Source: an optimization exercise on an open RTL-to-GDS flow (aim: small area). Production flows keep margins and buffers that such runs may drop.
Only simulation tests tie the RTL to the original design; equivalence was not proved.
Power and IR drop assume default switching activity.

==> flow/design.v <==
module mem_write_buffer #(
  parameter int DEPTH       = 4,
  parameter int ADDR_WIDTH  = 32,
  parameter int BLOCK_BITS  = 128,
  parameter int OFFSET_BITS = 4
) (
  input  logic                    clk,
  input  logic                    rst,
  input  logic                    mem_req,
  input  logic                    mem_rw,
  input  logic [ADDR_WIDTH-1:0]   mem_addr,
  input  logic [BLOCK_BITS-1:0]   mem_wdata,
  output logic                    mem_ready,
  output logic                    mem_resp,
  output logic [BLOCK_BITS-1:0]   mem_rdata,
  output logic                    mm_req,
  output logic                    mm_rw,
  output logic [ADDR_WIDTH-1:0]   mm_addr,
  output logic [BLOCK_BITS-1:0]   mm_wdata,
  input  logic                    mm_ready,
  input  logic                    mm_resp,
  input  logic [BLOCK_BITS-1:0]   mm_rdata,
  output logic [$clog2(DEPTH):0]  wb_count
);
  localparam int PW = $clog2(DEPTH);
  localparam int CW = PW + 1;
  logic [ADDR_WIDTH-1:0] ent_addr [DEPTH];
  logic [BLOCK_BITS-1:0] ent_data [DEPTH];
  logic [PW-1:0] head;
  logic [CW-1:0] count;
  logic          rd_pend;
  logic          waiting;      
  logic [DEPTH-1:0] rsel;      
  logic [PW-1:0]    tail;
  logic [DEPTH-1:0] head_oh, tail_oh, msel;
  logic [DEPTH-1:0] co_vec;
  logic             head_match, co, hit;
  logic             idle, accept, acc_wr, acc_rd, rd_miss, push, pop, rd_done;
  logic [BLOCK_BITS-1:0] wsrc;
  assign tail      = head + count[PW-1:0];
  assign wb_count  = count;
  assign mem_ready = !count[PW] && !rd_pend && !mem_resp;
  assign accept  = mem_req && mem_ready;
  assign acc_wr  = accept && mem_rw;
  assign acc_rd  = accept && !mem_rw;
  assign rd_miss = acc_rd && !hit;
  assign push    = acc_wr && !co;
  assign pop     = waiting && mm_rw && mm_resp;
  assign rd_done = waiting && !mm_rw && mm_resp;
  assign idle    = !mm_req && !waiting;
  always_comb begin
    head_match = 1'b0;
    for (int i = 0; i < DEPTH; i++) begin
      logic [PW-1:0] rel;
      logic          eq;
      rel        = PW'(i) - head;
      eq         = ent_addr[i][ADDR_WIDTH-1:OFFSET_BITS] == mem_addr[ADDR_WIDTH-1:OFFSET_BITS];
      head_oh[i] = (rel == '0);
      tail_oh[i] = (PW'(i) == tail);
      co_vec[i]  = eq && (rel != '0) && (CW'(rel) < count);
      if (rel == '0 && count != '0 && eq) head_match = 1'b1;
    end
    co  = |co_vec;
    hit = co || head_match;
    msel = mm_rw ? head_oh : tail_oh;
  end
  assign wsrc = rd_pend ? mm_rdata : mem_wdata;
  always_ff @(posedge clk) begin
    for (int i = 0; i < DEPTH; i++) begin
      if (tail_oh[i] && !count[PW] && !rd_pend)
        ent_addr[i] <= mem_addr;
      if ((tail_oh[i] && !count[PW] && !mem_resp) || (co_vec[i] && acc_wr))
        ent_data[i] <= wsrc;
    end
    if (mem_ready)
      rsel <= co ? co_vec : (head_match ? head_oh : tail_oh);
    if (idle)
      mm_rw <= !(rd_pend || rd_miss);
  end
  always_comb begin
    mem_rdata = '0;
    mm_wdata  = '0;
    mm_addr   = '0;
    for (int i = 0; i < DEPTH; i++) begin
      mem_rdata = mem_rdata | (ent_data[i] & {BLOCK_BITS{rsel[i]}});
      mm_wdata  = mm_wdata  | (ent_data[i] & {BLOCK_BITS{head_oh[i]}});
      mm_addr   = mm_addr   | (ent_addr[i] & {ADDR_WIDTH{msel[i]}});
    end
  end
  always_ff @(posedge clk or negedge rst) begin
    if (!rst) begin
      head     <= '0;
      count    <= '0;
      rd_pend  <= 1'b0;
      waiting  <= 1'b0;
      mm_req   <= 1'b0;
      mem_resp <= 1'b0;
    end else begin
      mem_resp <= acc_wr || (acc_rd && hit) || rd_done;
      if (rd_miss)
        rd_pend <= 1'b1;
      else if (rd_done)
        rd_pend <= 1'b0;
      if (pop)
        head <= head + 1'b1;
      if (push && !pop)
        count <= count + 1'b1;
      else if (pop && !push)
        count <= count - 1'b1;
      if (idle) begin
        if (rd_pend || rd_miss || count != '0)
          mm_req <= 1'b1;
      end else if (mm_req) begin
        if (mm_ready) begin
          mm_req  <= 1'b0;
          waiting <= 1'b1;
        end
      end else if (mm_resp) begin
        waiting <= 1'b0;
      end
    end
  end
endmodule
clock: 6.0 ns
lec_check: 0
cap_margin: 20
core_margin: 2
core_utilization: 40
slew_margin: 20
standard.sh (not shown) runs the stock make flow with config.mk's settings and CLKGATE_MAP_FILE= SYNTH_SCRIPT=/design/flow/synth_recipe.tcl, a recipe that flattens the netlist after the stock synthesis.
==> flow/flow/run.sh <==
#!/bin/bash
# Standard ORFS layout, except that the port buffers are the smallest buffer
# (buf_1) instead of the one buffer_ports picks by default; repair_design still
# resizes any of them that need more drive.
set -euo pipefail
export BUFFER_PORTS_ARGS="-buffer_cell sky130_fd_sc_hd__buf_1"
bash standard.sh finish > flow_make.log 2>&1
==> next run, changes <==
==> flow/flow/run.sh (replaced) <==
#!/bin/bash
# Standard ORFS layout, except:
#  - the port buffers are the smallest buffer (buf_1) instead of the one
#    buffer_ports picks by default; repair_design still resizes any that need it;
#  - clock tree: larger sink clusters on one buffer type and no dummy loads.
set -euo pipefail
export BUFFER_PORTS_ARGS="-buffer_cell sky130_fd_sc_hd__buf_1"
export CTS_ARGS="-sink_clustering_enable -repair_clock_nets -dont_use_dummy_load -buf_list sky130_fd_sc_hd__clkbuf_16 -sink_clustering_size 36 -sink_clustering_max_diameter 70"
bash standard.sh finish > flow_make.log 2>&1
--- a/flow/config.mk
+++ b/flow/config.mk
@@ -7,5 +7,5 @@
 export LEC_CHECK = 0
-export CAP_MARGIN = 20
+export CAP_MARGIN = 0
 export CORE_MARGIN = 2
-export CORE_UTILIZATION = 40
-export SLEW_MARGIN = 20
+export CORE_UTILIZATION = 60
+export SLEW_MARGIN = 0
Effect: First-iteration DRC count goes up by about a fifth; synthesized area does not change; wire length goes down by a little under a tenth; total power goes down by roughly a tenth; via count goes down slightly; maximum frequency goes up slightly; global-route usage goes up by 9.3 points; combinational power barely changes; worst setup slack improves by 65 ps.
==> next run, changes <==
==> flow/run.sh (new file) <==
#!/bin/bash
# synth_recipe.tcl (not shown) runs the flow's synth.tcl, then flattens the netlist and writes it again
# the make line also repeats each setting of config.mk as NAME=value (left out here)
make -C /OpenROAD-flow-scripts/flow DESIGN_CONFIG=/design/flow/config.mk WORK_HOME=/design/flow/orfs CLKGATE_MAP_FILE= SYNTH_SCRIPT=/design/flow/synth_recipe.tcl finish
--- a/flow/config.mk
+++ b/flow/config.mk
@@ -7,5 +7,5 @@
 export LEC_CHECK = 0
-export CAP_MARGIN = 0
+export CAP_MARGIN = 20
 export CORE_MARGIN = 2
-export CORE_UTILIZATION = 60
-export SLEW_MARGIN = 0
+export CORE_UTILIZATION = 40
+export SLEW_MARGIN = 20
removed: flow/flow/run.sh
removed: flow/standard.sh
=>
- final area rose by 17%
- combinational power rose by 25%
- die area rose by about 50%
- count of clock-buffer cells in the layout rose by 53
- wire length rose by 11%
- setup slack got worse by 430 ps
- sequential share of layout area fell by 8.5 points
- maximum frequency fell by 8.1%
- non-clock buffer count rose by 2
- power rose by 20%
- clock skew fell by 31 ps

[port drivers added, routing unchanged]
The flow's constraints put no driver on any port. The routed layouts listed below were extracted and timed again, unchanged, in two steps. Step 1, drivers: a clkbuf_16 drives clk and a buf_2 each remaining input, both assumed. Step 2 also shifts input and output timing later by t, the mid clock arrival at the registers, as if the neighbouring blocks saw the same clock. Three values: ideal, step 1, step 2; two values: the first two.
| run | t, ns | setup slack, ns | hold slack, ns | clock arrival spread, ns | worst data-port slew with drivers (ns) |
|---|---|---|---|---|---|
| the first run | 0.652 | 1.033 / 0.977 / 1.342 | 0.547 / 0.525 / 0.583 | 0.036 / 0.036 | 0.08 |
| the second run | 0.619 | 1.098 / 1.037 / 1.387 | 0.530 / 0.584 / 0.590 | 0.064 / 0.065 | 0.14 |
| the third run | 0.647 | 0.666 / 0.609 / 1.009 | 0.597 / 0.597 / 0.597 | 0.034 / 0.033 | 0.07 |
After both steps every run listed still meets setup and hold.
